Background: an optimization exercise with open tools, aiming at small area and a short achievable clock period. Do not read the settings as production practice. The RTL was checked by simulation tests, not by an equivalence proof against the original design.

$ cat design.v
package mac_pkg;
  localparam int DATA_W = 8;
  localparam int ACC_W  = 32;
  typedef logic signed [DATA_W-1:0] operand_t;
  typedef logic signed [ACC_W-1:0]  acc_t;
  typedef operand_t operand_arr_t [2][2];
  typedef acc_t     acc_arr_t     [2][2];
endpackage
module mac_pe
#(
  parameter int DATA_W = mac_pkg::DATA_W,
  parameter int ACC_W  = mac_pkg::ACC_W
) (
  input  logic                     clk,
  input  logic                     rst_n,
  input  logic                     en,
  input  logic                     clear,
  input  logic signed [DATA_W-1:0] a,
  input  logic signed [DATA_W-1:0] b,
  output logic signed [ACC_W-1:0]  acc
);
  localparam int PROD_W = 2 * DATA_W;
  logic signed [PROD_W-1:0] prod_s;
  logic signed [ACC_W-1:0]  prod_ext_s;
  logic signed [ACC_W-1:0]  acc_next_s;
  logic signed [ACC_W-1:0]  acc_r;
  always_comb begin
    prod_s     = PROD_W'(a) * PROD_W'(b);
    prod_ext_s = ACC_W'(prod_s);
  end
  always_comb begin
    acc_next_s = acc_r;
    if (clear) begin
      acc_next_s = '0;
    end else if (en) begin
      acc_next_s = acc_r + prod_ext_s;
    end else begin
      acc_next_s = acc_r;
    end
  end
  always_ff @(posedge clk) begin
    if (!rst_n) begin
      acc_r <= '0;
    end else begin
      acc_r <= acc_next_s;
    end
  end
  assign acc = acc_r;
endmodule
module mac_array_2x2
#(
  parameter int DATA_W = mac_pkg::DATA_W,
  parameter int ACC_W  = mac_pkg::ACC_W
) (
  input  logic                  clk,
  input  logic                  rst_n,
  input  logic                  en,
  input  logic                  clear,
  input  logic [4*DATA_W-1:0]   a,
  input  logic [4*DATA_W-1:0]   b,
  output logic [4*ACC_W-1:0]    acc
);
  for (genvar gi = 0; gi < 2; gi++) begin : g_row
    for (genvar gj = 0; gj < 2; gj++) begin : g_col
      mac_pe #(
        .DATA_W (DATA_W),
        .ACC_W  (ACC_W)
      ) u_pe (
        .clk   (clk),
        .rst_n (rst_n),
        .en    (en),
        .clear (clear),
        .a     (a[(2*gi+gj)*DATA_W +: DATA_W]),
        .b     (b[(2*gi+gj)*DATA_W +: DATA_W]),
        .acc   (acc[(2*gi+gj)*ACC_W +: ACC_W])
      );
    end
  end
endmodule
$ cat run.sh
#!/bin/bash
# synth_recipe.tcl (not shown) runs the flow's synth.tcl, then flattens the netlist and writes it again
# the make line also repeats each setting of config.mk as NAME=value (left out here)
make -C /OpenROAD-flow-scripts/flow DESIGN_CONFIG=/design/flow/config.mk WORK_HOME=/design/flow/orfs CLKGATE_MAP_FILE= SYNTH_SCRIPT=/design/flow/synth_recipe.tcl finish
$ cat config.mk
export PLATFORM = sky130hd
export DESIGN_NAME = mac_array_2x2
export DESIGN_NICKNAME = mac_array_2x2
export VERILOG_FILES = /design/flow/design.v
export SDC_FILE = /design/flow/constraint.sdc
export NUM_CORES = 4
export LEC_CHECK = 0
export CAP_MARGIN = 20
export CORE_MARGIN = 2
export CORE_UTILIZATION = 40
export SLEW_MARGIN = 20
$ cat constraint.sdc
create_clock -name core_clock -period 6.5 [get_ports {clk}]
set_input_delay 1.3000 -clock core_clock [delete_from_list [all_inputs] [get_ports {clk}]]
set_output_delay 1.3000 -clock core_clock [all_outputs]
set_load 0.01 [all_outputs]
==> flow_metrics.tcl <==
set metrics [dict create \
    synth_compound_area_share_pct 9.289 \
    synth.avg_cell_area_um2 9.935 \
    post_drt_wl_per_cell_um 16.29 \
    critPathMaxFanout 8 \
    netlist_area_um2 25630 \
    cts_made_buffers 17 \
    cts.clk_slew.worst_paths_ns 0.06 \
    vias_per_cell 4.939 \
    diodes 0 \
    dp_hpwl_um 55080 \
    max_slew_margin_pct 48.56 \
    synth-simple-area-share_pct 11.55 \
    cts_tree "yes" \
    finalNonFillerCells 4019 \
    slew_violations 0 \
    synthAdderAreaFrac_pct 56.15 \
    critPathLaunchType "input pin" \
    yosys-mux-area-fraction_pct 2.367 \
    firstDrtPassIters 5 \
    utilization_pct 52.21 \
    worstHoldPathCells 2 \
    synth_top_area_share_pct 42.49 \
    antenna_found_initial 0 \
    fillers 5649 \
    maxCapViolCount 0 \
    max_stage_delay_ns 0.58 \
    htree_levels 4 \
    drive_gt1_share_pct 17.77 \
    grt_overflow_total 0 \
    placedCellCount 3980 \
    io_buffers 195 \
    synth-edff-count 0 \
    dieArea_um2 66120 \
    routabilityCongestion 0.9107 \
    root_buffer "clkbuf_16" \
    start_util_pct 40.56 \
    synthTopCellsByArea "fa_1 (42%), ha_1 (14%), dfxtp_1 (10%)" \
    finalCriticalPeriod_ns 6.339 \
    drc 0 \
    fmax_mhz 157.8 \
    worstPathCellList "clkdlybuf4s15_1 > and2_4 > inv_1 > fa_1 > inv_1 > fa_1 > fa_1 > fa_1 > fa_1 > ha_4 > a21oi_2 > nor2b_2 > o311ai_4 > a211oi_2 > o21ai_2 > a21oi_2 > o21a_2 > mux2_4 > or4_1 > o21ai_1" \
    ios 196 \
    insertion_delay_ns 0.49 \
    final_cell_mix "fa_1 (540), inv_1 (407), buf_4 (398)" \
    grt_max_degree 63 \
    grt_usage_pct 21.10 \
    synthArstFlopShare_pct 0 \
    finClkSkew_ns 0.01175 \
    synthXorXnorAreaFrac_pct 3.827 \
    fin_hold_ws_ns 0.4879 \
    setup_slack_ns 0.1613 \
    pre_cts_slack_ns -0.6933 \
    path_depth 20 \
    die_h_um 257.1 \
    vias 19850 \
    area_delta_synth_final_pct 28.73 \
    largest_reg_flops 128 \
    synth_top_family_by_area "adder cells" \
    critPathTopFamily "adder cells" \
    crit_arrival_ns 6.76 \
    hold_viol 0 \
    netlist_instances 2580 \
    top_register "g_row.g_col.u_pe.acc_r" \
    reg_top3 "g_row.g_col.u_pe.acc_r x128" \
    synth_flop_cell "dfxtp_1" \
    period_share_pct 97.52 \
    drtIter0Drc 793 \
    status "complete, no violations" \
    nets 4056 \
    hp-class "flip-flop to flip-flop" \
    grt_pass1_vias 22270 \
    clockBufferDepth 2 \
    syn-num-nets 3472 \
    crit_slowest_cell "fa_1" \
    cp.required_ns 6.92 \
    ys_seq_elements 128 \
    rows 92 \
    drt-total-wl_um 65480 \
    synth-seq-area-share_pct 9.997 \
    r2r_cells 20 \
    ys_warn_count 1 \
    layout_commonest_cell "fa_1" \
    core_um2 63200 \
    path_class "input pin to flip-flop" \
    grt_pass1_wl_um 112300 \
    end_kind "flip-flop" \
    ys_types 78 \
    fp.dieW_um 257.1 \
    yosysTopAreaCell "fa_1" \
    setup_viol 0 \
    drtAntennaViolNets 0 \
    clock_sinks 128 \
    crit_buf_inv 3 \
    worst_pin_slew_ns 0.7716 \
    crit_top_cell "fa_1" \
]
-- cells by family (layout without fill, tap and decap cells) --
group | after synthesis | count (layout)
buffers and inverters | 463 | 1055
adders and majority gates | 824 | 824
AOI/OAI and AO/OA | 368 | 368
DFF | 128 | 128
xor gates and xnor gates | 112 | 112
muxes | 60 | 60
and+or+nand+nor | 625 | 626
-- Yosys cell counts (3+ instances only) --
library cell	number
fa_1	544
inv_1	414
ha_1	280
nand2_1	195
nor2_1	172
and2_1	137
dfxtp_1	128
a21oi_1	113
xnor2_1	83
o21ai_0	70
mux2i_1	58
a21o_1	42
clkbuf_1	36
xor2_1	29
a211oi_1	24
nand3_1	24
nor3_1	24
o21bai_1	20
nand2b_1	17
nor2b_1	16
o211ai_1	12
o21a_1	10
o21ai_1	10
a31oi_1	8
nand4_1	8
or3_1	7
buf_1	6
o22ai_1	6
o31ai_1	5
a2111oi_0	4
a211o_1	4
a21oi_2	4
and3_1	4
clkinv_1	4
nand3b_1	4
a221o_1	3
a22o_1	3
o31a_1	3
or2_2	3
-- routing by layer --
layer / track usage (%) / part of all wire, %
met1: 26.79 / 44
met2: 36.58 / 50
met3: 3.536 / 3.6
met4: 6.734 / 2.7
met5: 0 / 0
-- cell type report --
class                      instances  area (um2)  area share (%)
clock buffer                      20       436.7           1.323
clock inverter                     8       70.07          0.2123
inverter                         418        1582           4.793
multi-input combinational       1990       21950           66.52
sequential                       128        2562           7.766
tap                              846        1059           3.208
timing repair buffer             609        5339           16.18
-- worst paths after layout --
kind,to,startpoint,slack (ns)
hold reg to reg,g_row[1].g_col[0].u_pe.acc_r[31]$_SDFFE_PP0P_,g_row[1].g_col[0].u_pe.acc_r[31]$_SDFFE_PP0P_,0.49
hold / removal,g_row[1].g_col[0].u_pe.acc_r[31]$_SDFFE_PP0P_,g_row[1].g_col[0].u_pe.acc_r[31]$_SDFFE_PP0P_,0.49
setup / recovery,g_row[1].g_col[0].u_pe.acc_r[31]$_SDFFE_PP0P_,b[16],0.16
setup reg to reg,g_row[1].g_col[0].u_pe.acc_r[31]$_SDFFE_PP0P_,g_row[1].g_col[0].u_pe.acc_r[6]$_SDFFE_PP0P_,1.03
-- tightest hold or removal path: stages (launching register included) --
cell and delay (ns):
dfxtp_1 0.33, nand2_1 0.07, o21ai_1 0.05
-- through the flow --
stage | instance area (um2) | setup TNS [ns]
after floorplan | 25670 | -0.09399
after global placement | 31730 | -17.84
after detailed placement | 31730 | -21.20
after CTS | 32320 | 0
after global routing | 33000 | -0.01613
final | 33000 | 0
-- what timing repair did --
item	in CTS	in global routing
gates resized for setup	25	133
gates cloned	0	1
hold buffers	0	0
setup buffers	1	9
pin swaps	3	52
setup endpoints to repair	16	37

## port drivers added, routing unchanged
Ports are ideal in the flow. The routed layout listed here was re-timed in OpenROAD. Step 1: set_driving_cell puts a clkbuf_16 on clk and a buf_2 on each other input, an assumption about the parent block. Step 2 also shifts input and output timing later by t, the mid clock arrival at the registers, as if the neighbouring blocks saw the same clock. a / b / c = no drivers / after step 1 / after step 2; a / b = the first two.
t, ns: 0.540
setup WS [ns]: 0.161 / 0.191 / -0.349
hold slack, ns: 0.488 / 0.488 / 0.488
worst setup path at the end: input to register
With both steps, setup timing fails in this run, where it was met with ideal ports. The setup slack of this run moves by +0.030 ns with the drivers and by -0.510 ns with both steps.
